This design comes from an exercise in tuning for small area and a short achievable clock period on the open sky130 flow, not from production work. Function was checked by simulation only, so behaviour that the tests miss may differ from the original. Power figures rest on the tool's default switching activity, not on a simulated workload.

`design/flow/config.mk`:
```
export PLATFORM = sky130hd
export DESIGN_NAME = melody_player
export DESIGN_NICKNAME = melody_player
export VERILOG_FILES = /design/flow/design.v
export SDC_FILE = /design/flow/constraint.sdc
export NUM_CORES = 4
export LEC_CHECK = 0
export CAP_MARGIN = 20
export CORE_MARGIN = 2
export CORE_UTILIZATION = 40
export SLEW_MARGIN = 20
```
`design/flow/constraint.sdc`:
```
create_clock -name core_clock -period 4.2 [get_ports {clk}]
set_input_delay 0.8400 -clock core_clock [delete_from_list [all_inputs] [get_ports {clk}]]
set_output_delay 0.8400 -clock core_clock [all_outputs]
set_load 0.01 [all_outputs]
```
`design/flow/design.v`:
```
package melody_pkg;
  localparam int US_PER_MS = 1000;
endpackage
module tone_gen #(
  parameter int HP_W = 12
) (
  input  logic            clk,
  input  logic            reset,
  input  logic            run,
  input  logic            tick,
  input  logic            play_nxt,
  input  logic [HP_W-1:0] half_period,
  output logic            piezo
);
  logic [HP_W-1:0] cnt;
  logic [HP_W-1:0] inc;
  logic            wrap;
  assign inc  = cnt + 1'b1;
  assign wrap = inc == half_period;
  always_ff @(posedge clk) begin
    if (!run) cnt <= '0;
    else if (tick) cnt <= wrap ? '0 : inc;
  end
  always_ff @(posedge clk or posedge reset) begin
    if (reset) piezo <= 1'b0;
    else piezo <= play_nxt && half_period != '0 && (piezo ^ (tick && wrap));
  end
endmodule
module melody_player #(
  parameter int DIV_US = 4,
  parameter int HP_W = 12,
  parameter int DUR_W = 10,
  parameter int DEPTH = 64
) (
  input  logic                      clk,
  input  logic                      reset,
  input  logic                      start,
  input  logic                      stop,
  input  logic                      loop_en,
  input  logic [$clog2(DEPTH):0]    seq_len,
  input  logic                      wr_en,
  input  logic [$clog2(DEPTH)-1:0]  wr_addr,
  input  logic [HP_W+DUR_W-1:0]     wr_data,
  output logic                      piezo,
  output logic                      busy,
  output logic [$clog2(DEPTH)-1:0]  note_idx,
  output logic                      done
);
  localparam int AW = $clog2(DEPTH);
  localparam int DW = HP_W + DUR_W;
  localparam int MS = melody_pkg::US_PER_MS;
  localparam int MW = $clog2(MS);
  logic [DW-1:0] mem [DEPTH];
  always_ff @(posedge clk) begin
    if (wr_en) mem[wr_addr] <= wr_data;
  end
  logic [DEPTH-1:0] rsel;
  logic [DW-1:0] rdata;
  always_comb begin
    rsel = '0;
    rsel[note_idx] = 1'b1;
    rdata = '0;
    for (int i = 0; i < DEPTH; i++) rdata = rdata | (mem[i] & {DW{rsel[i]}});
  end
  logic load_s, play_s, done_s;
  logic [1:0] us_cnt;
  logic [MW-1:0] ms_cnt;
  logic [DUR_W-1:0] dcnt;
  logic [HP_W-1:0] hp;
  logic [AW:0] len;
  logic last, end_r;
  logic us_tick, ms_tick, play_end, play_nxt;
  logic [AW-1:0] lm1;
  assign done = done_s;
  assign us_tick = play_s && us_cnt == 2'(DIV_US - 1);
  assign ms_tick = us_tick && ms_cnt == MW'(MS - 1);
  assign play_end = play_s && end_r;
  assign play_nxt = !stop && (load_s || (play_s && !end_r));
  assign lm1 = len > (AW+1)'(DEPTH) ? AW'(DEPTH - 1) : AW'(len - 1'b1);
  always_ff @(posedge clk or posedge reset) begin
    if (reset) begin
      busy <= 1'b0;
      load_s <= 1'b0;
      play_s <= 1'b0;
      done_s <= 1'b0;
      note_idx <= '0;
    end else begin
      busy   <= !stop && (busy ? !done_s : start);
      load_s <= !stop && ((!busy && start) || (play_end && (!last || loop_en)));
      play_s <= play_nxt;
      done_s <= !stop && play_end && last && !loop_en;
      if (stop || done_s || !busy) note_idx <= '0;
      else if (play_end) begin
        if (!last) note_idx <= note_idx + 1'b1;
        else if (loop_en) note_idx <= '0;
      end
    end
  end
  always_ff @(posedge clk) begin
    if (!busy) len <= seq_len;
    last <= note_idx == lm1;
    us_cnt <= play_s ? us_cnt + 1'b1 : 2'd0;
    if (!play_s || ms_tick) ms_cnt <= '0;
    else if (us_tick) ms_cnt <= ms_cnt + 1'b1;
    end_r <= play_s && us_cnt == 2'(DIV_US - 2) && ms_cnt == MW'(MS - 1) && dcnt[DUR_W-1:1] == '0;
    if (load_s) begin
      hp <= rdata[DW-1:DUR_W];
      dcnt <= rdata[DUR_W-1:0];
    end else if (ms_tick) dcnt <= dcnt - 1'b1;
  end
  tone_gen #(.HP_W(HP_W)) u_tone (
    .clk(clk),
    .reset(reset),
    .run(play_s),
    .tick(us_tick),
    .play_nxt(play_nxt),
    .half_period(hp),
    .piezo(piezo)
  );
endmodule
```
`design/flow/run.sh`:
```
#!/bin/bash
# synth_recipe.tcl (not shown) runs the flow's synth.tcl, then flattens the netlist and writes it again
# the make line also repeats each setting of config.mk as NAME=value (left out here)
make -C /OpenROAD-flow-scripts/flow DESIGN_CONFIG=/design/flow/config.mk WORK_HOME=/design/flow/orfs CLKGATE_MAP_FILE= SYNTH_SCRIPT=/design/flow/synth_recipe.tcl finish
```
==> results of run 1 <==
[sequential cells by signal (all words and copies together), names as in the netlist]
register,count
len,7
play_s,1
load_s,1
u_tone.piezo,1
u_tone.cnt,12
last,1
ms_cnt,10
busy,1
hp,12
mem,1408
note_idx,6
end_r,1
dcnt,10
done_s,1
us_cnt,2
[cells in the mapped netlist (all sizes together) (24+ instances only)]
master / instances
a21oi: 79
a221oi: 73
a222oi: 48
a22o: 91
a22oi: 383
a32oi: 30
and3: 24
buf: 66
clkbuf: 115
dfxtp: 26
edfxtp: 1437
nand2: 190
nand3: 109
nand4: 81
nor2: 144
nor3: 58
nor4: 24
o21ai: 46
xnor2: 26
[final timing paths]
check	start	end	slack, ns	cells past startpoint
worst max-delay path	note_idx[3]$_DFFE_PP0P_	hp[9]$_DFFE_PP_	-0.03	11
worst min-delay path	wr_data[14]	mem[0][14]$_DFFE_PP_	0.34	1
worst max register to register	note_idx[3]$_DFFE_PP0P_	hp[9]$_DFFE_PP_	-0.03	11
worst min register to register	us_cnt[0]$_SDFF_PN0_	us_cnt[0]$_SDFF_PN0_	0.45	1
max in group asynchronous	reset	note_idx[3]$_DFFE_PP0P_	3.43	2
min in group asynchronous	reset	note_idx[5]$_DFFE_PP0P_	0.39	2
[layer usage]
layer	vias up	share of wire	GRT usage
li1	14700	-	-
met1	19300	0.36	0.401
met2	3115	0.44	0.446
met3	537	0.14	0.0687
met4	10	0.052	0.132
met5	-	0.00034	0
[worst register-to-register path, stage by stage (launching register included)]
cell	delay, ns
sky130_fd_sc_hd__dfrtp_2	0.53
sky130_fd_sc_hd__buf_4	0.22
sky130_fd_sc_hd__or3_4	0.43
sky130_fd_sc_hd__a32oi_2	0.28
sky130_fd_sc_hd__buf_4	0.27
sky130_fd_sc_hd__nor2_2	0.18
sky130_fd_sc_hd__buf_4	0.25
sky130_fd_sc_hd__a222oi_1	0.42
sky130_fd_sc_hd__nand4_1	0.31
sky130_fd_sc_hd__a221oi_2	0.26
sky130_fd_sc_hd__nand4_1	0.25
sky130_fd_sc_hd__or4_1	0.57
[layout by cell type, fill, tap and decap left out, types with 39 or more instances in the layout]
cell	instances
sky130_fd_sc_hd__edfxtp_1	1437
sky130_fd_sc_hd__a22oi_1	379
sky130_fd_sc_hd__buf_4	332
sky130_fd_sc_hd__nand2_1	190
sky130_fd_sc_hd__clkbuf_16	154
sky130_fd_sc_hd__nand3_1	108
sky130_fd_sc_hd__a22o_1	91
sky130_fd_sc_hd__nand4_1	81
sky130_fd_sc_hd__a221oi_1	66
sky130_fd_sc_hd__nor2_1	65
sky130_fd_sc_hd__nor3_1	55
sky130_fd_sc_hd__a21oi_1	54
sky130_fd_sc_hd__a222oi_1	48
sky130_fd_sc_hd__nor2_4	42
sky130_fd_sc_hd__o21ai_0	39
[cell families after synthesis]
kind of cell,count (synthesis),synth area share
xor gates and xnor gates,43,0.00671
muxes,19,0.00399
DFF,1474,0.782
and+or+nand+nor,742,0.0664
buffers and inverters,201,0.0151
adders and majority gates,12,0.00267
AOI/OAI and AO/OA,875,0.123
[where the power goes]
group | switching [mW] | internal, mW | total, mW | leakage (nW)
logic | 0.425 | 0.0923 | 0.517 | 5.38
registers | 0.0526 | 16.3 | 16.3 | 13.3
clock network | 5.66 | 7.13 | 12.8 | 2.26
total | 6.14 | 23.5 | 29.6 | 20.9
[through the flow]
step	worst slack, ns	utilization	TNS (ns)	hold slack [ns]	instances
floorplan	0.475	-	0	0.420	3366
global placement	-0.0160	0.442	-0.0306	0.436	5457
detailed placement	-0.0413	0.442	-0.0764	0.438	5460
CTS	0.0253	0.476	0	0.308	5725
global route	-0.000178	0.476	-0.000178	0.337	5730
finish	-0.0276	0.476	-0.0276	0.344	5731
[layout make-up]
cell class | instances | area, um^2 | share of cell area
Sequential cell | 1474 | 43900 | 0.662
Multi-Input combinational cell | 1691 | 12000 | 0.181
Clock buffer | 188 | 3960 | 0.0597
Timing Repair Buffer | 404 | 3370 | 0.0507
Tap cell | 1876 | 2350 | 0.0354
Clock inverter | 77 | 634 | 0.00956
Inverter | 20 | 75.1 | 0.00113
Antenna cell | 1 | 2.50 | 0.0000377
[timing repair]
action | CTS | global route
setup endpoints to repair | 4 | 5
setup buffers | 0 | 3
cloned | 0 | 1
gates resized for setup | 4 | 6
pin swaps | 1 | 4
==> flow_summary.json, run 1 <==
{
  "outcome": "complete, but fails checks",
  "layout_violations": "negative setup slack",
  "synth_cell_type_count": 92,
  "clockBufferDepth": 3,
  "initial_antenna_violation_count": 7,
  "number_of_standard_cell_rows_in_the_floorplan": 137,
  "finalHoldViolations": 0,
  "path_cells": "buf_4 > or3_4 > a32oi_2 > buf_4 > nor2_2 > buf_4 > a222oi_1 > nand4_1 > a221oi_2 > nand4_1 > or4_1",
  "maxCapViolCount": 0,
  "die_y_um": 379,
  "crit_path_start_kind": "flip-flop",
  "synth_largest_type_area_fraction": 0.768,
  "die_w_um": 379,
  "finish.instance_area_um2": 66400,
  "max-slew-margin-rel": 0.135,
  "total_iterations_of_the_first_detailed_routing_run": 7,
  "power.density_cell_area_nw_per_um2": 446,
  "worst_skew_pair.late_latency_ns": 0.79,
  "synth-edff-count": 1437,
  "power_leakage_nw": 20.9,
  "worst_pin_slew_ns": 1.30,
  "initial_core_util": 0.403,
  "cts-root-buf": "sky130_fd_sc_hd__clkbuf_16",
  "tritoncts": "yes",
  "grt_util_all_layers": 0.293,
  "finalWorstSetupSlack_ns": -0.0276,
  "io_buffers": 49,
  "dp.final_hpwl_um": 132000,
  "worst_path_most_repeated_cell": "sky130_fd_sc_hd__buf_4",
  "wire_length_of_the_first_global_routing_pass_um": 288000,
  "synth_cells": 3366,
  "layout-drive-gt1-share": 0.195,
  "fin_nets": 3794,
  "netlist_area_um2": 56200,
  "finalSetupViolations": 1,
  "worst_ep_required_time_ns": 4.70,
  "tritoncts_num_sinks": 1474,
  "design.die.area_um2": 143000,
  "critical_path.slowest_cell": "sky130_fd_sc_hd__or4_1",
  "worst_hold_path_type": "in2reg",
  "grt_start_max_net_pins": 65,
  "synth.yosys.seq_area_share": 0.782,
  "first_global_vias": 35000,
  "synth.ff_latch_count": 1474,
  "dr.first_iter.drc_count": 7144,
  "synth_ff_type": "sky130_fd_sc_hd__edfxtp_1",
  "gpl.final_weighted_congestion": 0.940,
  "layout-area-overhead-vs-synth_pct": 18.2,
  "drt-wirelength-per-cell_um": 37.1,
  "maximum_frequency_from_static_timing_analysis_mhz": 237,
  "globalRouteOverflowTotal": 0,
  "worst_path_top_cell_family_by_delay": "simple AND/OR/NAND/NOR gates",
  "finalCritPeriodShare": 1.01,
  "timing.clock.skew_ns": 0.0365,
  "cts_made_buffers": 150,
  "total_power_mw": 29.6,
  "ys_async_sr_fraction": 0.00746,
  "placed_area_um2": 61700,
  "drcViolationCount": 0,
  "cts.htree.levels": 4,
  "cts-hold-fix-buffers": 0,
  "critPathCaptureType": "flip-flop",
  "syn_area_per_cell_um2": 16.7,
  "drv_slew": 0,
  "cp.arrival_ns": 4.73,
  "critical_path_buf_inv_count": 3,
  "detailroute.via_count": 37600,
  "ioPinCount": 50,
  "synthTopCellsByArea": "sky130_fd_sc_hd__edfxtp_1, sky130_fd_sc_hd__a22oi_1, sky130_fd_sc_hd__a22o_1, sky130_fd_sc_hd__nand2_1, sky130_fd_sc_hd__a221oi_1",
  "routed_wl_um": 212000,
  "post-synth-top-area-cell": "sky130_fd_sc_hd__edfxtp_1",
  "final.fill_count": 11700,
  "clkSlewWorstSetupHoldPaths_ns": 0.06,
  "final_period_demand_of_the_worst_path_ns": 4.23,
  "synth-warning-count": 2,
  "cp_slowest_stage_delay_ns": 0.57,
  "ir_drop_mv": 0.456,
  "route.antenna.remaining_nets": 0,
  "core_area_um2": 139000,
  "detail_route.vias_per_cell": 6.57,
  "path_class": "reg2reg",
  "critPathMaxFanout": 16
}
==> inputs of run 2 (changes only) <==
--- a/design/flow/design.v
+++ b/design/flow/design.v
@@ -28,2 +28,20 @@
 endmodule
+module ring_pair #(
+  parameter int W = 22
+) (
+  input  logic         clk,
+  input  logic [W-1:0] prev,
+  input  logic [W-1:0] wd,
+  input  logic [W-1:0] pd,
+  input  logic         keep,
+  input  logic         new_w,
+  input  logic         pend_w,
+  output logic [W-1:0] q0,
+  output logic [W-1:0] q1
+);
+  always_ff @(posedge clk) begin
+    q0 <= ~((prev & {W{keep}}) | (wd & {W{new_w}}) | (pd & {W{pend_w}}));
+    q1 <= q0;
+  end
+endmodule
 module melody_player #(
@@ -52,13 +70,51 @@
   localparam int MW = $clog2(MS);
-  logic [DW-1:0] mem [DEPTH];
+  localparam int NP = DEPTH / 2;
+  localparam int PW = AW - 1;
+  logic [DEPTH-1:0][DW-1:0] ring;
+  logic [AW-1:0] tap, w1_row, w1_row_nxt, nxt_idx;
+  logic          w1_v;
+  logic [DW-1:0] w1_data;
+  logic [PW-1:0] prow;
+  logic          pv;
+  logic [DW-1:0] pdata;
+  logic [NP-1:0] sel_new, sel_pend, sel_keep;
+  logic [DW-1:0] p0, pn, rdata, at_tap;
+  logic          tap_ok;
+  assign w1_row_nxt = wr_addr - tap + 1'b1;
+  assign nxt_idx = note_idx + 1'b1;
+  assign tap_ok = !(pv && prow == '0) && !(w1_v && w1_row == '0);
+  assign at_tap = ~ring[DEPTH-1];
+  always_comb begin
+    for (int m = 0; m < NP; m++) begin
+      sel_new[m]  = w1_v && !w1_row[0] && w1_row[AW-1:1] == PW'(m);
+      sel_pend[m] = pv && prow == PW'(m) && !sel_new[m];
+      sel_keep[m] = !sel_new[m] && !sel_pend[m];
+    end
+  end
   always_ff @(posedge clk) begin
-    if (wr_en) mem[wr_addr] <= wr_data;
+    tap <= tap - 1'b1;
+    w1_v <= wr_en;
+    w1_row <= w1_row_nxt;
+    w1_data <= wr_data;
+    pv <= w1_v && w1_row[0];
+    prow <= PW'((w1_row + 1'b1) >> 1);
+    pdata <= w1_data;
+    if (wr_en && wr_addr == '0) p0 <= wr_data;
+    else if (tap == '0 && tap_ok) p0 <= at_tap;
+    if (wr_en && wr_addr == nxt_idx) pn <= wr_data;
+    else if (tap == nxt_idx && tap_ok) pn <= at_tap;
   end
-  logic [DEPTH-1:0] rsel;
-  logic [DW-1:0] rdata;
-  always_comb begin
-    rsel = '0;
-    rsel[note_idx] = 1'b1;
-    rdata = '0;
-    for (int i = 0; i < DEPTH; i++) rdata = rdata | (mem[i] & {DW{rsel[i]}});
+  assign rdata = note_idx == '0 ? p0 : pn;
+  for (genvar m = 0; m < NP; m++) begin : g_pair
+    ring_pair #(.W(DW)) u_pair (
+      .clk(clk),
+      .prev(ring[(2*m + DEPTH - 1) % DEPTH]),
+      .wd(m % 2 == 1 ? w1_data : ~w1_data),
+      .pd(m % 2 == 1 ? pdata : ~pdata),
+      .keep(sel_keep[m]),
+      .new_w(sel_new[m]),
+      .pend_w(sel_pend[m]),
+      .q0(ring[2*m]),
+      .q1(ring[2*m+1])
+    );
   end
--- a/design/flow/config.mk
+++ b/design/flow/config.mk
@@ -7,5 +7,9 @@
 export LEC_CHECK = 0
+export ABC_AREA = 0
 export CAP_MARGIN = 20
 export CORE_MARGIN = 2
-export CORE_UTILIZATION = 40
+export CORE_UTILIZATION = 60
+export SETUP_SLACK_MARGIN = 1.6
 export SLEW_MARGIN = 20
+export SYNTH_HIERARCHICAL = 1
+export SYNTH_MINIMUM_KEEP_SIZE = 0
==> flow_summary.json, run 2 <==
{
  "globalRouteMet1Util": 0.439,
  "cts.htree.levels": 4,
  "layout.cells.most_common_list": "sky130_fd_sc_hd__dfxtp_1, sky130_fd_sc_hd__a222oi_1, sky130_fd_sc_hd__clkbuf_16, sky130_fd_sc_hd__buf_4, sky130_fd_sc_hd__inv_1",
  "total_iterations_of_the_first_detailed_routing_run": 12,
  "critPathCaptureType": "flip-flop",
  "cp_slowest_stage_delay_ns": 0.79,
  "met3_usage": 0.0641,
  "worst_ep_required_time_ns": 4.75,
  "power_leakage_nw": 19.8,
  "synth.ff_latch_count": 1581,
  "synth-warning-count": 9,
  "grt_util_all_layers": 0.325,
  "busiest_layer_in_global_routing": "met2",
  "route.antenna.remaining_nets": 0,
  "number_of_standard_cell_rows_in_the_floorplan": 101,
  "initial_antenna_violation_count": 0,
  "dp_worst_setup_slack_ns": 1.16,
  "synth_ff_type": "sky130_fd_sc_hd__dfxtp_1",
  "crit_path_start_kind": "flip-flop",
  "critical_path.slowest_cell": "sky130_fd_sc_hd__a31oi_4",
  "die_w_um": 280,
  "tritoncts": "yes",
  "post-synth-top-area-cell": "sky130_fd_sc_hd__dfxtp_1",
  "finalHoldViolations": 0,
  "max-slew-margin-rel": 0.220,
  "ioPinCount": 50,
  "fin_nets": 3383,
  "tritoncts_num_sinks": 1581,
  "maximum_frequency_from_static_timing_analysis_mhz": 374,
  "setup_repair_after_global_routing_missed_its_margin": "true",
  "synth.yosys.seq_area_share": 0.711,
  "final_period_demand_of_the_worst_path_ns": 2.67,
  "first_global_vias": 29600,
  "synth_cell_type_count": 66,
  "finalWorstSetupSlack_ns": 1.53,
  "worst_skew_pair.late_latency_ns": 0.76,
  "outcome": "timing/DRC/antenna clean",
  "die_y_um": 280,
  "critPathMaxFanout": 24,
  "ys_async_sr_fraction": 0.00696,
  "cp.arrival_ns": 3.22,
  "drcViolationCount": 0,
  "synth_cells": 3198,
  "clockBufferDepth": 3,
  "syn_area_per_cell_um2": 14.3,
  "globalRouteOverflowTotal": 0,
  "cts_made_buffers": 147,
  "yosys.cell_count.top_type": "sky130_fd_sc_hd__dfxtp_1",
  "cts-root-buf": "sky130_fd_sc_hd__clkbuf_16",
  "groute.layer.met2.usage": 0.522,
  "dr.first_iter.drc_count": 6478,
  "drt-wirelength-per-cell_um": 30.0,
  "ir_drop_mv": 0.486,
  "worst_hold_path_type": "reg2reg",
  "synthTopCellsByArea": "sky130_fd_sc_hd__dfxtp_1, sky130_fd_sc_hd__a222oi_1, sky130_fd_sc_hd__edfxtp_1, sky130_fd_sc_hd__buf_6, sky130_fd_sc_hd__nor2_1",
  "initial_core_util": 0.604,
  "finalSetupViolations": 0,
  "power.density_cell_area_nw_per_um2": 700,
  "io_buffers": 49,
  "path_cells": "inv_1 > nand2_1 > nor2_2 > buf_4 > a31oi_4 > a222oi_1",
  "grt_start_max_net_pins": 45,
  "rr_startpoint": "w1_row[1]$_DFF_P_",
  "drv_slew": 0,
  "timing.critical_path.from": "w1_row[1]$_DFF_P_",
  "synth.cells.most_frequent": "sky130_fd_sc_hd__dfxtp_1, sky130_fd_sc_hd__a222oi_1, sky130_fd_sc_hd__buf_6",
  "layout-area-overhead-vs-synth_pct": 14.2,
  "largestRegisters": "g_pair.u_pair.q0: 704 flops, g_pair.u_pair.q1: 704 flops",
  "mostFrequentLayoutCell": "sky130_fd_sc_hd__dfxtp_1",
  "synth_largest_type_area_fraction": 0.657,
  "finalCritPeriodShare": 0.637,
  "core_area_um2": 75600,
  "maxCapViolCount": 0,
  "path_class": "reg2reg",
  "netlist_area_um2": 45600,
  "worst_pin_slew_ns": 1.17,
  "antenna_diode_instance_count": 0,
  "routed_wl_um": 132000,
  "dp.final_hpwl_um": 78500,
  "clkSlewWorstSetupHoldPaths_ns": 0.06,
  "detail_route.vias_per_cell": 6.89,
  "synth-edff-count": 73,
  "final.setup.tns_ns": 0,
  "detailroute.via_count": 30400,
  "gpl.final_weighted_congestion": 0.881,
  "layout-drive-gt1-share": 0.143,
  "timing.clock.skew_ns": 0.0394,
  "design.die.area_um2": 78300,
  "wire_length_of_the_first_global_routing_pass_um": 190000,
  "worst_hold_startpoint": "g_pair[26].u_pair.q0[3]$_DFF_P_",
  "final.fill_count": 5274
}
## run 2: cell types whose count changed after synthesis, sizes merged, moves of 80 or more
cell | previous run | this run
dfxtp | 26 | 1497
edfxtp | 1437 | 73
a222oi | 48 | 704
a22oi | 383 | 3
buf | 66 | 206
nand2 | 190 | 56
clkbuf | 115 | 23
a22o | 91 | 0
nand3 | 109 | 29
## run 2: cell type report
class / instances / area (um^2) / share of cell area
Clock inverter: 49 / 687 / 0.0132
Inverter: 97 / 368 / 0.00706
Tap cell: 978 / 1220 / 0.0235
Multi-Input combinational cell: 1297 / 11500 / 0.220
Clock buffer: 214 / 4270 / 0.0819
Sequential cell: 1581 / 32400 / 0.622
Timing Repair Buffer: 196 / 1650 / 0.0316
## run 2: cells by family after synthesis
logic type      share of synthesized area
compound gates                      0.172
xor+xnor                           0.0138
fa+ha+maj                         0.00620
buf+inv                            0.0507
flops                               0.711
mux                                0.0111
simple gates                       0.0356
## run 2: critical path: cells and delay by family, from the launching register on
family,cells,cell delay [ns]
simple gates,2,0.51
buf+inv,2,0.38
compound gates,2,1.08
flops,1,0.50
## run 2: through the flow
step / cell area (um^2) / power (mW) / utilization / hold slack [ns] / cells
3_3_place_gp: 46700 / 23.1 / 0.618 / 0.310 / 4123
4_1_cts: 51800 / 36.5 / 0.685 / 0.301 / 4393
3_5_place_dp: 46700 / 23.3 / 0.618 / 0.312 / 4123
5_1_grt: 52100 / 37.7 / 0.690 / 0.305 / 4412
2_1_floorplan: 45700 / 22.1 / - / 0.310 / 3198
6_report: 52100 / 36.5 / 0.690 / 0.305 / 4412
## run 2: what timing repair did
action	in CTS	in global routing
buffers inserted	6	12
cloned	1	6
setup endpoints to repair	303	298
hold buffers	0	0
pin swaps	2	8
resized for setup	23	34
## run 2: per-layer routing
metal	up-vias	wire [um]
met5	-	0
met4	0	4160
met3	267	13400
met2	1825	62000
met1	15300	52900
li1	13000	-
## run 2: worst paths after layout
check	endpoint	slack, ns	cells after the start
min in group asynchronous	u_tone.piezo$_DFF_PP0_	0.33	2
hold reg to reg	g_pair[26].u_pair.q1[3]$_DFF_P_	0.31	0
setup reg to reg	g_pair[14].u_pair.q0[12]$_DFF_P_	1.53	6
hold / removal	g_pair[26].u_pair.q1[3]$_DFF_P_	0.31	0
setup / recovery	g_pair[14].u_pair.q0[12]$_DFF_P_	1.53	6
max in group asynchronous	note_idx[3]$_DFFE_PP0P_	3.46	2
## run 2: where the power goes
group | internal [mW] | switching (mW) | total [mW]
logic | 1.66 | 1.18 | 2.84
clock network | 7.60 | 5.74 | 13.3
registers | 19.1 | 1.26 | 20.3
total | 28.3 | 8.18 | 36.5
==> inputs of run 3 (changes only) <==
--- a/design/flow/design.v
+++ b/design/flow/design.v
@@ -17,5 +17,5 @@
   logic            wrap;
-  assign inc  = cnt + 1'b1;
-  assign wrap = inc == half_period;
+  assign inc = cnt + 1'b1;
   always_ff @(posedge clk) begin
+    wrap <= inc == half_period;
     if (!run) cnt <= '0;
@@ -71,16 +71,18 @@
   localparam int NP = DEPTH / 2;
-  localparam int PW = AW - 1;
+  localparam int NH = NP / 8;
   logic [DEPTH-1:0][DW-1:0] ring;
-  logic [AW-1:0] tap, w1_row, w1_row_nxt, nxt_idx;
+  logic [AW-1:0] tap, row_in, w1_row, prow_nxt, nxt_idx;
   logic          w1_v;
-  logic [DW-1:0] w1_data;
-  logic [PW-1:0] prow;
-  logic          pv;
-  logic [DW-1:0] pdata;
+  logic [DW-1:0] w1_data, pdata;
+  logic [NH-1:0] n_hi, p_hi;
+  logic [7:0]    n_lo, p_lo;
+  logic          p_set;
   logic [NP-1:0] sel_new, sel_pend, sel_keep;
   logic [DW-1:0] p0, pn, rdata, at_tap;
-  logic          tap_ok;
-  assign w1_row_nxt = wr_addr - tap + 1'b1;
+  logic          tap_ok, hit0, hitn;
+  assign row_in = wr_addr - tap + 1'b1;
+  assign prow_nxt = w1_row + 1'b1;
+  assign p_set = w1_v && w1_row[0] && !(wr_en && row_in == prow_nxt);
   assign nxt_idx = note_idx + 1'b1;
-  assign tap_ok = !(pv && prow == '0) && !(w1_v && w1_row == '0);
+  assign tap_ok = !(p_hi[0] && p_lo[0]) && !(n_hi[0] && n_lo[0]);
   assign at_tap = ~ring[DEPTH-1];
@@ -88,5 +90,5 @@
     for (int m = 0; m < NP; m++) begin
-      sel_new[m]  = w1_v && !w1_row[0] && w1_row[AW-1:1] == PW'(m);
-      sel_pend[m] = pv && prow == PW'(m) && !sel_new[m];
-      sel_keep[m] = !sel_new[m] && !sel_pend[m];
+      sel_new[m]  = n_hi[m / 8] && n_lo[m % 8];
+      sel_pend[m] = p_hi[m / 8] && p_lo[m % 8];
+      sel_keep[m] = !(sel_new[m] || sel_pend[m]);
     end
@@ -96,11 +98,15 @@
     w1_v <= wr_en;
-    w1_row <= w1_row_nxt;
+    w1_row <= row_in;
     w1_data <= wr_data;
-    pv <= w1_v && w1_row[0];
-    prow <= PW'((w1_row + 1'b1) >> 1);
+    for (int i = 0; i < NH; i++) n_hi[i] <= wr_en && !row_in[0] && row_in[AW-1:4] == 2'(i);
+    for (int i = 0; i < 8; i++) n_lo[i] <= row_in[3:1] == 3'(i);
+    for (int i = 0; i < NH; i++) p_hi[i] <= p_set && prow_nxt[AW-1:4] == 2'(i);
+    for (int i = 0; i < 8; i++) p_lo[i] <= prow_nxt[3:1] == 3'(i);
     pdata <= w1_data;
+    hit0 <= tap == AW'(1);
+    hitn <= tap - 1'b1 == nxt_idx;
     if (wr_en && wr_addr == '0) p0 <= wr_data;
-    else if (tap == '0 && tap_ok) p0 <= at_tap;
+    else if (hit0 && tap_ok) p0 <= at_tap;
     if (wr_en && wr_addr == nxt_idx) pn <= wr_data;
-    else if (tap == nxt_idx && tap_ok) pn <= at_tap;
+    else if (hitn && tap_ok) pn <= at_tap;
   end
@@ -126,3 +132,3 @@
   logic [AW:0] len;
-  logic last, end_r;
+  logic last, end_r, ms_last;
   logic us_tick, ms_tick, play_end, play_nxt;
@@ -131,3 +137,3 @@
   assign us_tick = play_s && us_cnt == 2'(DIV_US - 1);
-  assign ms_tick = us_tick && ms_cnt == MW'(MS - 1);
+  assign ms_tick = us_tick && ms_last;
   assign play_end = play_s && end_r;
@@ -158,5 +164,6 @@
     us_cnt <= play_s ? us_cnt + 1'b1 : 2'd0;
+    ms_last <= ms_cnt == MW'(MS - 1);
     if (!play_s || ms_tick) ms_cnt <= '0;
     else if (us_tick) ms_cnt <= ms_cnt + 1'b1;
-    end_r <= play_s && us_cnt == 2'(DIV_US - 2) && ms_cnt == MW'(MS - 1) && dcnt[DUR_W-1:1] == '0;
+    end_r <= play_s && us_cnt == 2'(DIV_US - 2) && ms_last && dcnt[DUR_W-1:1] == '0;
     if (load_s) begin
--- a/design/flow/config.mk
+++ b/design/flow/config.mk
@@ -10,4 +10,6 @@
 export CORE_MARGIN = 2
-export CORE_UTILIZATION = 60
-export SETUP_SLACK_MARGIN = 1.6
+export CORE_UTILIZATION = 70
+export CTS_CLUSTER_DIAMETER = 80
+export CTS_CLUSTER_SIZE = 24
+export SETUP_SLACK_MARGIN = 2.2
 export SLEW_MARGIN = 20
==> flow_summary.json, run 3 <==
{
  "outcome": "timing/DRC/antenna clean",
  "initial_core_util": 0.710,
  "finish.instance_area_um2": 49900,
  "synth-warning-count": 9,
  "grt_start_max_net_pins": 33,
  "cts-root-buf": "sky130_fd_sc_hd__clkbuf_16",
  "cts-hold-fix-buffers": 0,
  "clkSlewWorstSetupHoldPaths_ns": 0.09,
  "post_synth_mux_area_share": 0.0110,
  "worst_ep_required_time_ns": 4.74,
  "placed_area_um2": 46800,
  "layout-drive-gt1-share": 0.124,
  "wire_length_of_the_first_global_routing_pass_um": 191000,
  "clockBufferDepth": 3,
  "ir_drop_mv": 0.468,
  "tritoncts": "yes",
  "number_of_standard_cell_rows_in_the_floorplan": 93,
  "cts.htree.levels": 3,
  "die_y_um": 260,
  "crit-reg2reg-capture": "p_hi[1]$_DFF_P_",
  "cp_slowest_stage_delay_ns": 0.41,
  "synth_cells": 3169,
  "ys_async_sr_fraction": 0.00686,
  "drv_slew": 0,
  "maximum_frequency_from_static_timing_analysis_mhz": 443,
  "area_share_of_fa_ha_maj_cells_after_synthesis": 0.00616,
  "largestRegisters": "g_pair.u_pair.q0: 704 flops, g_pair.u_pair.q1: 704 flops",
  "design.die.area_um2": 67600,
  "dr.first_iter.drc_count": 7640,
  "finalHoldViolations": 0,
  "yosys.cell_count.top_type": "sky130_fd_sc_hd__dfxtp_1",
  "total_iterations_of_the_first_detailed_routing_run": 13,
  "globalRouteOverflowTotal": 0,
  "power.density_cell_area_nw_per_um2": 628,
  "critPathCaptureType": "flip-flop",
  "timing.clock.skew_ns": 0.0266,
  "synth-simple-area-share": 0.0357,
  "setup_repair_after_global_routing_missed_its_margin": "true",
  "final_period_demand_of_the_worst_path_ns": 2.26,
  "critical_path.slowest_cell": "sky130_fd_sc_hd__fa_2",
  "dp_worst_setup_slack_ns": 0.694,
  "synth_cell_type_count": 60,
  "reg2reg_slack_ns": 1.95,
  "synthTopCellsByArea": "sky130_fd_sc_hd__dfxtp_1, sky130_fd_sc_hd__a222oi_1, sky130_fd_sc_hd__edfxtp_1, sky130_fd_sc_hd__buf_6, sky130_fd_sc_hd__and2_1",
  "rr_startpoint": "tap[1]$_DFF_P_",
  "fin_nets": 3333,
  "ioPinCount": 50,
  "maxCapViolCount": 0,
  "path_class": "in2reg",
  "detailroute.via_count": 30500,
  "synth.ff_latch_count": 1603,
  "power_leakage_nw": 19.2,
  "io_buffers": 49,
  "drcViolationCount": 0,
  "worst_hold_startpoint": "g_pair[0].u_pair.q0[4]$_DFF_P_",
  "total_power_mw": 31.4,
  "critPathMaxFanout": 4,
  "worst_hold_path_type": "reg2reg",
  "netlist_area_um2": 45900,
  "detail_route.vias_per_cell": 7.35,
  "final.fill_count": 3924,
  "finalCritPeriodShare": 0.537,
  "layout-area-overhead-vs-synth_pct": 8.80,
  "crit_path_start_kind": "input pin",
  "route.antenna.remaining_nets": 0,
  "path_cells": "buf_4 > inv_8 > ha_4 > inv_2 > ha_4 > fa_2 > a21o_1 > a21oi_2 > xnor2_2 > inv_2 > a311oi_2",
  "min_delay_path_depth": 0,
  "cts_made_buffers": 76,
  "first_global_vias": 30100,
  "share_of_the_synthesized_area_in_compound_gates_ao_oa_aoi_oai": 0.166,
  "worst_skew_pair.late_latency_ns": 0.65,
  "max-slew-margin-rel": 0.200,
  "timing.critical_path.from": "wr_addr[1]",
  "grt_util_all_layers": 0.379,
  "gpl.final_weighted_congestion": 0.918,
  "tritoncts_num_sinks": 1603,
  "layout.cells.most_common_list": "sky130_fd_sc_hd__dfxtp_1, sky130_fd_sc_hd__a222oi_1, sky130_fd_sc_hd__buf_4, sky130_fd_sc_hd__inv_1, sky130_fd_sc_hd__clkbuf_16",
  "cp.arrival_ns": 2.80,
  "synth_largest_type_area_fraction": 0.663,
  "synth-edff-count": 73,
  "worst-r2r-cell-count": 9,
  "worst_pin_slew_ns": 1.20,
  "mostFrequentLayoutCell": "sky130_fd_sc_hd__dfxtp_1",
  "drt-wirelength-per-cell_um": 31.9,
  "synth_ff_type": "sky130_fd_sc_hd__dfxtp_1",
  "routed_wl_um": 132000,
  "core_area_um2": 64600,
  "post-synth-top-area-cell": "sky130_fd_sc_hd__dfxtp_1",
  "synth_top_family_by_area": "compound AO/OA/AOI/OAI gates",
  "final.setup.tns_ns": 0,
  "die_w_um": 260,
  "xor_xnor_share_of_the_synthesized_area": 0.0152,
  "whs_endpoint": "g_pair[0].u_pair.q1[4]$_DFF_P_",
  "finalWorstSetupSlack_ns": 1.94,
  "syn_area_per_cell_um2": 14.5,
  "synth.cells.most_frequent": "sky130_fd_sc_hd__dfxtp_1, sky130_fd_sc_hd__a222oi_1, sky130_fd_sc_hd__buf_6",
  "finish.utilization": 0.773,
  "synth.yosys.seq_area_share": 0.717,
  "finalSetupViolations": 0,
  "initial_antenna_violation_count": 1,
  "dp.final_hpwl_um": 76100
}
run 3: worst max-delay path, delay by kind of cell:
kind	cells	cell delay (ns)
compound gates	3	0.60
xor+xnor	1	0.20
fa+ha+maj	3	0.81
buf+inv	4	0.33
run 3: logic make-up (layout without fill, tap and decap cells):
group	Yosys count	count (layout)
adders and majority gates	22	22
and+or+nand+nor	308	314
muxes	49	49
AOI/OAI and AO/OA	802	802
other	0	2
DFF	1603	1603
buffers and inverters	312	424
xor gates and xnor gates	73	73
run 3: per-layer routing:
metal  GRT usage  wire length (um)
met5           0                 0
met4       0.152              4960
met3      0.0865             17200
met2       0.596             60100
met1       0.513             49700
run 3: per-stage QoR:
stage | instances | hold slack, ns
2_1_floorplan | 3169 | 0.310
5_1_grt | 4142 | 0.332
3_5_place_dp | 3990 | 0.312
4_1_cts | 4120 | 0.313
6_report | 4144 | 0.320
3_3_place_gp | 3988 | 0.310
run 3: final cells by class:
class / instances / area, um^2 / share of cell area
clock inverter: 5 / 92.6 / 0.00185
timing repair buffer: 232 / 2050 / 0.0411
multi-input combinational: 1260 / 11400 / 0.228
antenna: 2 / 5.00 / 0.000100
clock buffer: 90 / 2040 / 0.0409
sequential: 1603 / 32900 / 0.659
inverter: 97 / 389 / 0.00780
tap: 855 / 1070 / 0.0214
run 3: worst max path at each step:
stage | end | slack [ns] | cells past startpoint
2_1_floorplan | p_hi[2]$_DFF_P_ | 1.60 | 10
3_3_place_gp | p_hi[2]$_DFF_P_ | 0.79 | 11
3_5_place_dp | p_hi[3]$_DFF_P_ | 0.69 | 11
4_1_cts | p_hi[0]$_DFF_P_ | 1.93 | 9
5_1_grt | p_hi[0]$_DFF_P_ | 1.90 | 9
6_report | p_hi[1]$_DFF_P_ | 1.94 | 11
run 3: what timing repair did:
action                                 in CTS  in global routing
cloned                                      3                  6
buffers inserted                           32                 16
gates resized for setup                   120                 48
endpoints found under the hold margin       0                  0
pin swaps                                  22                 21
setup endpoints to repair                 512                240
run 3: where the power goes:
group	leakage [nW]	internal (mW)	total, mW	switching (mW)
Sequential	13.8	19.2	20.4	1.24
Clock	1.05	3.56	8.07	4.51
Combinational	4.38	1.65	2.85	1.20
Total	19.2	24.4	31.4	6.95
==> inputs of run 4 (changes only) <==
--- a/design/flow/design.v
+++ b/design/flow/design.v
@@ -44,2 +44,17 @@
     q1 <= q0;
+  end
+endmodule
+module follow_reg #(
+  parameter int W = 22
+) (
+  input  logic         clk,
+  input  logic [W-1:0] wd,
+  input  logic [W-1:0] td,
+  input  logic         hold,
+  input  logic         snoop,
+  input  logic         take,
+  output logic [W-1:0] q
+);
+  always_ff @(posedge clk) begin
+    q <= (q & {W{hold}}) | (wd & {W{snoop}}) | (td & {W{take}});
   end
@@ -107,7 +122,14 @@
     hitn <= tap - 1'b1 == nxt_idx;
-    if (wr_en && wr_addr == '0) p0 <= wr_data;
-    else if (hit0 && tap_ok) p0 <= at_tap;
-    if (wr_en && wr_addr == nxt_idx) pn <= wr_data;
-    else if (hitn && tap_ok) pn <= at_tap;
-  end
+  end
+  logic snoop0, snoopn, take0, taken;
+  assign snoop0 = wr_en && wr_addr == '0;
+  assign snoopn = wr_en && wr_addr == nxt_idx;
+  assign take0 = hit0 && tap_ok && !snoop0;
+  assign taken = hitn && tap_ok && !snoopn;
+  follow_reg #(.W(DW)) u_p0 (
+    .clk(clk), .wd(wr_data), .td(at_tap), .hold(!(snoop0 || take0)), .snoop(snoop0), .take(take0), .q(p0)
+  );
+  follow_reg #(.W(DW)) u_pn (
+    .clk(clk), .wd(wr_data), .td(at_tap), .hold(!(snoopn || taken)), .snoop(snoopn), .take(taken), .q(pn)
+  );
   assign rdata = note_idx == '0 ? p0 : pn;
@@ -168,7 +190,9 @@
     end_r <= play_s && us_cnt == 2'(DIV_US - 2) && ms_last && dcnt[DUR_W-1:1] == '0;
-    if (load_s) begin
-      hp <= rdata[DW-1:DUR_W];
-      dcnt <= rdata[DUR_W-1:0];
-    end else if (ms_tick) dcnt <= dcnt - 1'b1;
-  end
+    if (load_s) dcnt <= rdata[DUR_W-1:0];
+    else if (ms_tick) dcnt <= dcnt - 1'b1;
+  end
+  follow_reg #(.W(HP_W)) u_hp (
+    .clk(clk), .wd(p0[DW-1:DUR_W]), .td(pn[DW-1:DUR_W]), .hold(!load_s), .snoop(load_s && note_idx == '0),
+    .take(load_s && note_idx != '0), .q(hp)
+  );
   tone_gen #(.HP_W(HP_W)) u_tone (
==> flow_summary.json, run 4 <==
{
  "design.die.area_um2": 67300,
  "dp.cells": 4024,
  "ys_async_sr_fraction": 0.00686,
  "worst_path_most_repeated_cell": "sky130_fd_sc_hd__buf_4",
  "die_w_um": 259,
  "final.setup.tns_ns": 0,
  "power.density_cell_area_nw_per_um2": 634,
  "synth.yosys.seq_area_share": 0.708,
  "maxCapViolCount": 0,
  "synth.ff_latch_count": 1603,
  "layout.cells.non_filler": 4182,
  "timing.clock.skew_ns": 0.0287,
  "syn_area_per_cell_um2": 14.2,
  "worst_ep_required_time_ns": 3.36,
  "cts-root-buf": "sky130_fd_sc_hd__clkbuf_16",
  "detailroute.via_count": 31000,
  "finalCritPeriodShare": 0.556,
  "worst_path_top_cell_family_by_delay": "flip-flops",
  "cts_made_buffers": 77,
  "layout-drive-gt1-share": 0.121,
  "path_class": "reg2out",
  "synth_cell_type_count": 58,
  "critical_path_buf_inv_count": 3,
  "final.fill_count": 3992,
  "maximum_frequency_from_static_timing_analysis_mhz": 428,
  "max-slew-margin-rel": 0.253,
  "fin_nets": 3377,
  "route.antenna.remaining_nets": 0,
  "layout-area-overhead-vs-synth_pct": 8.33,
  "ioPinCount": 50,
  "number_of_standard_cell_rows_in_the_floorplan": 93,
  "dr.first_iter.drc_count": 7504,
  "worst_hold_path_type": "reg2reg",
  "critical_path.slowest_cell": "sky130_fd_sc_hd__dfrtp_2",
  "worst_skew_pair.late_latency_ns": 0.66,
  "initial_core_util": 0.708,
  "total_power_mw": 31.4,
  "drt-wirelength-per-cell_um": 32.1,
  "post-synth-top-area-cell": "sky130_fd_sc_hd__dfxtp_1",
  "die_y_um": 259,
  "first_global_vias": 30500,
  "drv_slew": 0,
  "critPathMaxFanout": 3,
  "synth-warning-count": 11,
  "final_period_demand_of_the_worst_path_ns": 2.33,
  "mostFrequentLayoutCell": "sky130_fd_sc_hd__dfxtp_1",
  "dp.final_hpwl_um": 78700,
  "yosys.cell_count.top_type": "sky130_fd_sc_hd__dfxtp_1",
  "tritoncts_num_sinks": 1603,
  "cts-hold-fix-buffers": 0,
  "netlist_area_um2": 45600,
  "clkSlewWorstSetupHoldPaths_ns": 0.09,
  "largestRegisters": "g_pair.u_pair.q0: 704 flops, g_pair.u_pair.q1: 704 flops",
  "synth_cells": 3223,
  "synthTopCellsByArea": "sky130_fd_sc_hd__dfxtp_1, sky130_fd_sc_hd__a222oi_1, sky130_fd_sc_hd__buf_6, sky130_fd_sc_hd__inv_1, sky130_fd_sc_hd__edfxtp_1",
  "setup_repair_after_global_routing_missed_its_margin": "true",
  "synth.cells.most_frequent": "sky130_fd_sc_hd__dfxtp_1, sky130_fd_sc_hd__a222oi_1, sky130_fd_sc_hd__inv_1",
  "initial_antenna_violation_count": 2,
  "finalHoldViolations": 0,
  "finish.instance_area_um2": 49400,
  "io_buffers": 49,
  "routed_wl_um": 134000,
  "globalRouteOverflowTotal": 0,
  "grt_start_max_net_pins": 26,
  "tritoncts": "yes",
  "detail_route.vias_per_cell": 7.41,
  "finalSetupViolations": 0,
  "grt_util_all_layers": 0.387,
  "synth-edff-count": 17,
  "synth_ff_type": "sky130_fd_sc_hd__dfxtp_1",
  "critPathCaptureType": "primary output",
  "cp_slowest_stage_delay_ns": 0.45,
  "path_cells": "buf_4 > buf_6 > buf_4",
  "synth_largest_type_area_fraction": 0.691,
  "total_iterations_of_the_first_detailed_routing_run": 15,
  "crit_path_start_kind": "flip-flop",
  "power_leakage_nw": 19.3,
  "cts.htree.levels": 3,
  "drcViolationCount": 0,
  "layout.cells.most_common_list": "sky130_fd_sc_hd__dfxtp_1, sky130_fd_sc_hd__a222oi_1, sky130_fd_sc_hd__buf_4, sky130_fd_sc_hd__inv_1, sky130_fd_sc_hd__clkbuf_16",
  "ir_drop_mv": 0.526,
  "cp.arrival_ns": 1.49,
  "outcome": "timing/DRC/antenna clean",
  "core_area_um2": 64500,
  "wire_length_of_the_first_global_routing_pass_um": 194000,
  "clockBufferDepth": 3,
  "gpl.final_weighted_congestion": 0.926,
  "placed_area_um2": 46300,
  "worst_pin_slew_ns": 1.12
}
[run 4: changes by cell type after synthesis, sizes merged, moves of 6 or more]
cell and delta:
a21oi -23, inv +59, buf +13, edfxtp -56, clkbuf -6, nor2 -20, a222oi +56, mux2 -12
dfxtp +56, mux2i -20
[run 4: layer usage]
layer | track usage | wire length [um] | part of all wire
met5 | 0 | 0 | 0
met4 | 0.182 | 6690 | 0.050
met3 | 0.0681 | 15600 | 0.12
met2 | 0.614 | 61300 | 0.46
met1 | 0.521 | 50500 | 0.38
[run 4: timing repair]
action	4_1_cts	5_1_grt
endpoints found under the setup margin	587	213
gates cloned	7	3
setup buffers	35	21
pin swaps	30	25
resized for setup	152	52
[run 4: cell families (layout without fill, tap and decap cells)]
logic type / count (synthesis) / after routing / synth area share
AO/OA/AOI/OAI: 843 / 846 / 0.178
adder cells (fa/ha/maj): 22 / 22 / 0.00619
buffers and inverters: 378 / 473 / 0.0561
AND/OR/NAND/NOR: 288 / 293 / 0.0337
flip-flops: 1603 / 1603 / 0.708
multiplexers: 17 / 17 / 0.00373
XOR/XNOR: 72 / 72 / 0.0144
other: 0 / 1 / 0
[run 4: final timing paths]
| check | slack (ns) | cells after the start | to | from |
|---|---|---|---|---|
| worst max-delay path | 1.87 | 3 | note_idx[0] | note_idx[0]$_DFFE_PP0P_ |
| worst min-delay path | 0.31 | 0 | g_pair[29].u_pair.q1[18]$_DFF_P_ | g_pair[29].u_pair.q0[18]$_DFF_P_ |
| worst max register to register | 1.87 | 11 | u_pn.q[2]$_DFF_P_ | note_idx[1]$_DFFE_PP0P_ |
| worst min register to register | 0.31 | 0 | g_pair[29].u_pair.q1[18]$_DFF_P_ | g_pair[29].u_pair.q0[18]$_DFF_P_ |
| max in group asynchronous | 3.25 | 2 | note_idx[1]$_DFFE_PP0P_ | reset |
| min in group asynchronous | 0.37 | 2 | u_tone.piezo$_DFF_PP0_ | reset |
[run 4: stage by stage]
stage | hold WS [ns] | util | worst slack [ns]
CTS | 0.318 | 0.762 | 1.93
floorplan | 0.310 | - | 1.76
global route | 0.324 | 0.767 | 1.76
global placement | 0.310 | 0.718 | 0.960
finish | 0.309 | 0.767 | 1.87
detailed placement | 0.312 | 0.718 | 0.864
[run 4: report_power, final]
| group | switching [mW] | total (mW) | internal, mW |
|---|---|---|---|
| sequential | 1.25 | 20.4 | 19.1 |
| clock | 4.55 | 8.02 | 3.47 |
| combinational | 1.24 | 2.96 | 1.72 |
[run 4: area by class of cell]
| class | instances | area, um^2 | area share |
|---|---|---|---|
| Timing Repair Buffer | 224 | 1910 | 0.0385 |
| Inverter | 156 | 607 | 0.0123 |
| Clock inverter | 5 | 83.8 | 0.00170 |
| Timing Repair inverter | 2 | 15.0 | 0.000304 |
| Antenna cell | 1 | 2.50 | 0.0000506 |
| Tap cell | 855 | 1070 | 0.0216 |
| Sequential cell | 1603 | 32300 | 0.654 |
| Clock buffer | 86 | 2020 | 0.0409 |
| Multi-Input combinational cell | 1250 | 11400 | 0.231 |
==> inputs of run 5 (changes only) <==
--- a/design/flow/design.v
+++ b/design/flow/design.v
@@ -88,3 +88,3 @@
   logic [DEPTH-1:0][DW-1:0] ring;
-  logic [AW-1:0] tap, row_in, w1_row, prow_nxt, nxt_idx;
+  logic [AW-1:0] tap, row_in, w1_row, w1_addr, prow_nxt, nxt_idx;
   logic          w1_v;
@@ -99,3 +99,3 @@
   assign prow_nxt = w1_row + 1'b1;
-  assign p_set = w1_v && w1_row[0] && !(wr_en && row_in == prow_nxt);
+  assign p_set = w1_v && w1_row[0] && !(wr_en && wr_addr == w1_addr);
   assign nxt_idx = note_idx + 1'b1;
@@ -114,2 +114,3 @@
     w1_row <= row_in;
+    w1_addr <= wr_addr;
     w1_data <= wr_data;
@@ -124,4 +125,4 @@
   logic snoop0, snoopn, take0, taken;
-  assign snoop0 = wr_en && wr_addr == '0;
-  assign snoopn = wr_en && wr_addr == nxt_idx;
+  assign snoop0 = w1_v && w1_addr == '0;
+  always_ff @(posedge clk) snoopn <= wr_en && wr_addr == nxt_idx;
   assign take0 = hit0 && tap_ok && !snoop0;
@@ -129,8 +130,10 @@
   follow_reg #(.W(DW)) u_p0 (
-    .clk(clk), .wd(wr_data), .td(at_tap), .hold(!(snoop0 || take0)), .snoop(snoop0), .take(take0), .q(p0)
+    .clk(clk), .wd(w1_data), .td(at_tap), .hold(!(snoop0 || take0)), .snoop(snoop0), .take(take0), .q(p0)
   );
   follow_reg #(.W(DW)) u_pn (
-    .clk(clk), .wd(wr_data), .td(at_tap), .hold(!(snoopn || taken)), .snoop(snoopn), .take(taken), .q(pn)
-  );
-  assign rdata = note_idx == '0 ? p0 : pn;
+    .clk(clk), .wd(w1_data), .td(at_tap), .hold(!(snoopn || taken)), .snoop(snoopn), .take(taken), .q(pn)
+  );
+  logic byp;
+  always_ff @(posedge clk) byp <= wr_en && wr_addr == (busy && !last ? nxt_idx : AW'(0));
+  assign rdata = byp ? w1_data : note_idx == '0 ? p0 : pn;
   for (genvar m = 0; m < NP; m++) begin : g_pair
@@ -194,4 +197,3 @@
   follow_reg #(.W(HP_W)) u_hp (
-    .clk(clk), .wd(p0[DW-1:DUR_W]), .td(pn[DW-1:DUR_W]), .hold(!load_s), .snoop(load_s && note_idx == '0),
-    .take(load_s && note_idx != '0), .q(hp)
+    .clk(clk), .wd(rdata[DW-1:DUR_W]), .td('0), .hold(!load_s), .snoop(load_s), .take(1'b0), .q(hp)
   );
==> flow_summary.json, run 5 <==
{
  "gpl.final_weighted_congestion": 0.964,
  "largestRegisters": "g_pair.u_pair.q0: 704 flops, g_pair.u_pair.q1: 704 flops",
  "placed_area_um2": 47100,
  "die_w_um": 261,
  "wire_length_of_the_first_global_routing_pass_um": 200000,
  "worst_pin_slew_ns": 1.18,
  "dp.final_hpwl_um": 81000,
  "area_share_of_fa_ha_maj_cells_after_synthesis": 0.00638,
  "synth-edff-count": 17,
  "number_of_standard_cell_rows_in_the_floorplan": 94,
  "cts-root-buf": "sky130_fd_sc_hd__clkbuf_16",
  "design.die.area_um2": 68200,
  "synth_ff_type": "sky130_fd_sc_hd__dfxtp_1",
  "layout-drive-gt1-share": 0.121,
  "power.density_cell_area_nw_per_um2": 629,
  "worst_ep_required_time_ns": 4.79,
  "critical_path.slowest_cell": "sky130_fd_sc_hd__or3b_4",
  "synth_largest_type_area_fraction": 0.685,
  "maxCapViolCount": 0,
  "yosys.cell_count.top_type": "sky130_fd_sc_hd__dfxtp_1",
  "syn_area_per_cell_um2": 14.0,
  "grt_util_all_layers": 0.401,
  "synth_cell_type_count": 65,
  "grt_start_max_net_pins": 45,
  "final.setup.tns_ns": 0,
  "post_synth_mux_area_share": 0.00497,
  "crit_path_start_kind": "input pin",
  "finalSetupViolations": 0,
  "drv_slew": 0,
  "sequentialPowerShare": 0.650,
  "detail_route.vias_per_cell": 7.41,
  "p_sw_mw": 7.15,
  "clkSlewWorstSetupHoldPaths_ns": 0.09,
  "tritoncts_num_sinks": 1611,
  "path_cells": "buf_4 > inv_8 > ha_4 > inv_2 > ha_4 > fa_2 > a21o_1 > a21oi_2 > xnor2_2 > or3b_4 > nor2_4",
  "maximum_frequency_from_static_timing_analysis_mhz": 450,
  "tritoncts": "yes",
  "dr.first_iter.drc_count": 7960,
  "mostFrequentLayoutCell": "sky130_fd_sc_hd__dfxtp_1",
  "ioPinCount": 50,
  "synth.ff_latch_count": 1611,
  "finish.instance_area_um2": 50100,
  "worst_path_most_repeated_cell": "sky130_fd_sc_hd__ha_4",
  "synth_cells": 3304,
  "initial_antenna_violation_count": 2,
  "total_iterations_of_the_first_detailed_routing_run": 14,
  "cts.htree.levels": 3,
  "finalHoldViolations": 0,
  "synthTopCellsByArea": "sky130_fd_sc_hd__dfxtp_1, sky130_fd_sc_hd__a222oi_1, sky130_fd_sc_hd__buf_6, sky130_fd_sc_hd__inv_1, sky130_fd_sc_hd__edfxtp_1",
  "switching_share": 0.227,
  "layout.cells.most_common_list": "sky130_fd_sc_hd__dfxtp_1, sky130_fd_sc_hd__a222oi_1, sky130_fd_sc_hd__buf_4, sky130_fd_sc_hd__inv_1, sky130_fd_sc_hd__clkbuf_16",
  "clockBufferDepth": 3,
  "critPathMaxFanout": 6,
  "path_class": "in2reg",
  "synth-simple-area-share": 0.0358,
  "finalHoldWorstSlack_ns": 0.318,
  "cp.arrival_ns": 2.81,
  "fin_nets": 3488,
  "core_area_um2": 65600,
  "finalCritPeriodShare": 0.529,
  "intPower_mw": 24.4,
  "synth.cells.most_frequent": "sky130_fd_sc_hd__dfxtp_1, sky130_fd_sc_hd__a222oi_1, sky130_fd_sc_hd__inv_1",
  "drcViolationCount": 0,
  "detailroute.via_count": 31900,
  "timing.clock.skew_ns": 0.0283,
  "cts_made_buffers": 77,
  "outcome": "timing/DRC/antenna clean",
  "synth_top_family_by_area": "compound AO/OA/AOI/OAI gates",
  "routed_wl_um": 141000,
  "layout.cells.non_filler": 4299,
  "part_of_the_total_power_dissipated_in_combinational_logic": 0.096,
  "layout-area-overhead-vs-synth_pct": 8.31,
  "worst_skew_pair.late_latency_ns": 0.66,
  "cp_slowest_stage_delay_ns": 0.42,
  "globalRouteOverflowTotal": 0,
  "initial_core_util": 0.705,
  "worst_hold_path_type": "reg2reg",
  "first_global_vias": 30600,
  "die_y_um": 261,
  "ir_drop_mv": 0.459,
  "share_of_the_synthesized_area_in_compound_gates_ao_oa_aoi_oai": 0.180,
  "route.antenna.remaining_nets": 0,
  "clock_power_share": 0.254,
  "final_period_demand_of_the_worst_path_ns": 2.22,
  "io_buffers": 49,
  "setup_repair_after_global_routing_missed_its_margin": "true",
  "critPathCaptureType": "flip-flop",
  "dp.cells": 4146,
  "netlist_area_um2": 46300,
  "drt-wirelength-per-cell_um": 32.7,
  "synth.yosys.seq_area_share": 0.702,
  "power_leakage_nw": 19.6,
  "max-slew-margin-rel": 0.210,
  "post-synth-top-area-cell": "sky130_fd_sc_hd__dfxtp_1",
  "synth-warning-count": 11,
  "ys_async_sr_fraction": 0.00683,
  "xor_xnor_share_of_the_synthesized_area": 0.0155
}
## run 5: kinds of logic after synthesis
kind of cell / Yosys count
fa+ha+maj: 23
flops: 1611
mux: 23
simple gates: 314
other cells: 1
xor+xnor: 81
compound gates: 867
buf+inv: 384
## run 5: per-stage QoR
stage,setup slack (ns),util,power (mW)
after CTS,2.01,0.759,31.4
after global routing,1.87,0.764,32.5
after detailed placement,0.742,0.717,23.6
after floorplan,1.64,-,22.4
final,1.98,0.764,31.5
after global placement,0.779,0.717,23.4
## run 5: path summary, 6_finish.rpt
path / to / depth (start not counted) / from / slack (ns)
worst max-delay path: n_hi[0]$_DFF_P_ / 11 / wr_addr[1] / 1.98
worst min-delay path: g_pair[25].u_pair.q1[10]$_DFF_P_ / 0 / g_pair[25].u_pair.q0[10]$_DFF_P_ / 0.32
worst max register to register: n_hi[0]$_DFF_P_ / 9 / tap[1]$_DFF_P_ / 1.99
worst min register to register: g_pair[25].u_pair.q1[10]$_DFF_P_ / 0 / g_pair[25].u_pair.q0[10]$_DFF_P_ / 0.32
max in group asynchronous: play_s$_DFF_PP0_ / 2 / reset / 3.33
min in group asynchronous: u_tone.piezo$_DFF_PP0_ / 2 / reset / 0.38
## run 5: what timing repair did
item,4_1_cts,5_1_grt
setup buffers,44,14
hold buffers,0,0
gates cloned,4,1
gates resized for setup,132,53
pin swaps,17,16
setup endpoints to repair,312,178
## run 5: power groups by stage
stage / registers (mW) / logic, mW / clock network, mW
2_1_floorplan: 20.2 / 2.14 / 0
3_3_place_gp: 20.6 / 2.81 / 0
3_5_place_dp: 20.7 / 2.89 / 0
4_1_cts: 20.4 / 2.95 / 8.03
5_1_grt: 20.7 / 3.19 / 8.53
6_report: 20.5 / 3.01 / 8.02
## run 5: critical path: cells and delay by family
family / cells / cell delay [ns]
adders and majority gates: 3 / 0.75
and+or+nand+nor: 2 / 0.53
AOI/OAI and AO/OA: 2 / 0.35
buffers and inverters: 3 / 0.23
xor gates and xnor gates: 1 / 0.11
## run 5: area by class of cell
class,instances,area (um^2)
Sequential cell,1611,32500
Fill cell,4115,15500
Multi-Input combinational cell,1323,11600
Timing Repair Buffer,258,2240
Clock buffer,82,2000
Tap cell,864,1080
Inverter,152,628
Clock inverter,7,72.6
Timing Repair inverter,1,7.51
Antenna cell,1,2.50
## run 5: metal layers
metal,up-vias,routed length [um],track usage
met5,-,13,0
met4,2,7670,0.202
met3,478,17300,0.0817
met2,2403,62800,0.616
met1,15800,52800,0.543
li1,13200,-,-

==> re-timing with driven ports <==
The flow's constraints put no driver on any port. The routed layouts listed below were extracted and timed again, unchanged, in two steps.
Step 1 (the two cells are an assumption about what drives the block):
set clk [get_ports {clk}]
set_driving_cell -lib_cell sky130_fd_sc_hd__clkbuf_16 $clk
set_driving_cell -lib_cell sky130_fd_sc_hd__buf_2 [delete_from_list [all_inputs] $clk]
Step 2, shift: input delay + t, output delay - t, t = (earliest + latest rising clock arrival at the registers) / 2. This alone moves slack from input paths to output paths.
a / b / c = ideal ports / drivers / drivers and shift; a / b = the first two.
run	t, ns	setup WS [ns]	hold WS [ns]	slew at the worst register clock pin (ns)	worst data-port slew with drivers (ns)
run 1	0.850	-0.028 / -0.028 / -0.028	0.344 / 0.301 / 0.454	0.07 / 0.07	0.08
run 2	0.809	1.525 / 1.525 / 1.208	0.305 / 0.285 / 0.305	0.07 / 0.07	0.07
run 3	0.702	1.943 / 1.946 / 1.282	0.320 / 0.320 / 0.320	0.10 / 0.10	0.06
run 4	0.712	1.866 / 1.800 / 1.305	0.309 / 0.309 / 0.309	0.10 / 0.10	0.07
run 5	0.718	1.977 / 1.982 / 1.298	0.318 / 0.318 / 0.318	0.10 / 0.10	0.08
The setup slack of run 5, which loses most, moves by +0.005 ns with the drivers and by -0.679 ns with both steps.
